What follows belongs to an exercise in optimizing a design on an open flow for small area; a production flow would make more cautious choices. Only simulation tests tie the RTL to the original design; equivalence was not proved. Power is estimated from default activity; no workload was simulated.

## gpr_file_mp
module gpr_file_mp #(
   parameter int XLEN  = gpr_file_mp_pkg::GPR_XLEN,
   parameter int NREGS = gpr_file_mp_pkg::GPR_NREGS,
   parameter int NRP   = 2,
   parameter int AW    = $clog2(NREGS)
)(
   input  logic                clk,
   input  logic                rst,
   input  logic [NRP*AW-1:0]   raddr_i,
   output logic [NRP*XLEN-1:0] rdata_o,
   output logic [NRP-1:0]      busy_o,
   input  logic                we_i,
   input  logic [AW-1:0]       waddr_i,
   input  logic [XLEN-1:0]     wdata_i,
   input  logic                issue_i,
   input  logic [AW-1:0]       issue_rd_i,
   input  logic                dbg_req_i,
   input  logic                dbg_we_i,
   input  logic [AW-1:0]       dbg_addr_i,
   input  logic [XLEN-1:0]     dbg_wdata_i,
   output logic                dbg_ack_o,
   output logic [XLEN-1:0]     dbg_rdata_o
);
Size: about 1100 flip-flops, about 190 I/O pins, roughly 0.047 mm2 of cells after synthesis.
export LEC_CHECK = 0
export CAP_MARGIN = 20
export CORE_MARGIN = 2
export CORE_UTILIZATION = 35
export PLACE_DENSITY = 0.6
export SETUP_SLACK_MARGIN = 0.2
export SLEW_MARGIN = 20
export SYNTH_HIERARCHICAL = 1
create_clock -name core_clock -period 6.0 [get_ports {clk}]
standard.sh (not shown) runs the stock make flow with config.mk's settings and CLKGATE_MAP_FILE= SYNTH_SCRIPT=/design/flow/synth_recipe.tcl, a recipe that flattens the netlist after the stock synthesis.
==> flow/flow/run.sh <==
#!/bin/bash
# Standard ORFS layout with two changes:
#  - port buffers are sky130_fd_sc_hd__buf_1 instead of the delay cell buffer_ports picks;
#  - CTS uses clkbuf_16 with larger sink clusters and no dummy loads.
# Every ORFS step keeps its own log under orfs/logs; make's output goes to standard.log.
set -euo pipefail
export BUFFER_PORTS_ARGS="-buffer_cell sky130_fd_sc_hd__buf_1"
export CTS_ARGS="-sink_clustering_enable -repair_clock_nets -dont_use_dummy_load -sink_clustering_size 30 -sink_clustering_max_diameter 60 -buf_list sky130_fd_sc_hd__clkbuf_16"
bash standard.sh > standard.log 2>&1
The starting point produced a clean layout.
Next try:
--- a/flow/flow/run.sh
+++ b/flow/flow/run.sh
@@ -6,4 +6,4 @@
 set -euo pipefail
 export BUFFER_PORTS_ARGS="-buffer_cell sky130_fd_sc_hd__buf_1"
-export CTS_ARGS="-sink_clustering_enable -repair_clock_nets -dont_use_dummy_load -sink_clustering_size 30 -sink_clustering_max_diameter 60 -buf_list sky130_fd_sc_hd__clkbuf_16"
+export CTS_ARGS="-sink_clustering_enable -repair_clock_nets -dont_use_dummy_load -sink_clustering_size 24 -sink_clustering_max_diameter 50 -buf_list sky130_fd_sc_hd__clkbuf_16"
 bash standard.sh > standard.log 2>&1
CAP_MARGIN = 10   (was 20)
SLEW_MARGIN = 10   (was 20)
The new run passed the timing, design-rule and antenna checks.
Synthesized cell count is unchanged.
Non-clock buffer count decreases by 5.
Global-route usage grows by 0.18 points.
Design area rises by 1.0%.
Total power climbs by 5.6%.
Worst setup slack gains 0.034 ns.
Cell count climbs by 0.41%.
Utilization rose by 0.42 points.
Routed wire length rises by 0.69%.
Next try:
--- a/flow/flow/run.sh
+++ b/flow/flow/run.sh
@@ -6,4 +6,4 @@
 set -euo pipefail
 export BUFFER_PORTS_ARGS="-buffer_cell sky130_fd_sc_hd__buf_1"
-export CTS_ARGS="-sink_clustering_enable -repair_clock_nets -dont_use_dummy_load -sink_clustering_size 24 -sink_clustering_max_diameter 50 -buf_list sky130_fd_sc_hd__clkbuf_16"
+export CTS_ARGS="-sink_clustering_enable -repair_clock_nets -dont_use_dummy_load -sink_clustering_size 30 -sink_clustering_max_diameter 60 -buf_list sky130_fd_sc_hd__clkbuf_16"
 bash standard.sh > standard.log 2>&1
CORE_UTILIZATION = 50   (was 35)
PLACE_DENSITY = 0.7   (was 0.6)
Combinational power is lower by about 3%; synthesized cell count is unchanged; count of clock-buffer cells in the layout came out lower by 30; total power fell by 6.5%; via count rose by about 1.4%; routed wire length is lower by about 5%; utilization increases by 16 points; synthesized area does not change; die area went down by about 30%; setup slack is better by 0.051 ns; sequential share of layout area climbs by 2.4 points.
Next try:
==> flow/run.sh (new file) <==
#!/bin/bash
# synth_recipe.tcl (not shown) runs the flow's synth.tcl, then flattens the netlist and writes it again
# the make line also repeats each setting of config.mk as NAME=value (left out here)
make -C /OpenROAD-flow-scripts/flow DESIGN_CONFIG=/design/flow/config.mk WORK_HOME=/design/flow/orfs CLKGATE_MAP_FILE= SYNTH_SCRIPT=/design/flow/synth_recipe.tcl finish
CAP_MARGIN = 20   (was 10)
CORE_UTILIZATION = 40   (was 50)
CTS_BUF_LIST = sky130_fd_sc_hd__clkbuf_4 sky130_fd_sc_hd__clkbuf_8   (was unset)
PLACE_DENSITY = 0.6   (was 0.7)
SETUP_SLACK_MARGIN = 0.3   (was 0.2)
SLEW_MARGIN = 20   (was 10)
removed: flow/flow/run.sh
removed: flow/standard.sh
After rerunning: Synthesized area stays the same; sequential power barely changes; worst setup slack degrades by 0.36 ns; final cell count grows by roughly a tenth; sequential cell count does not change.

## afterwards: timing with drivers on the ports
Ports are ideal in the flow. The routed layouts listed here were re-timed in OpenROAD. Step 1 assumes that a clkbuf_16 drives the clock port and a buf_2 every other input. Step 2 times the ports against the registers' clock, not the clock port: input delays grow and output delays shrink by t, the midpoint of the rising clock arrivals with the driver on. a / b / c = ideal ports / drivers / drivers and shift; a / b = the first two.
| run | shift t [ns] | setup slack, ns | worst hold slack (ns) | worst setup path after step 2 | cell pins on the clock port's net |
|---|---|---|---|---|---|
| the first run | 0.726 | 0.517 / 0.427 / 0.427 | 0.457 / 0.457 / 0.457 | input to output | 1 |
| the second run | 0.786 | 0.551 / 0.436 / 0.436 | 0.455 / 0.455 / 0.455 | input to output | 1 |
| the third run | 0.713 | 0.603 / 0.572 / 0.572 | 0.457 / 0.457 / 0.457 | input to output | 1 |
| the fourth run | 0.946 | 0.241 / 0.208 / 0.208 | 0.452 / 0.452 / 0.452 | input to output | 1 |
After both steps every run listed still meets setup and hold. For the second run, which loses most, drivers alone change the setup slack by -0.115 ns; drivers and shift together by -0.115 ns.
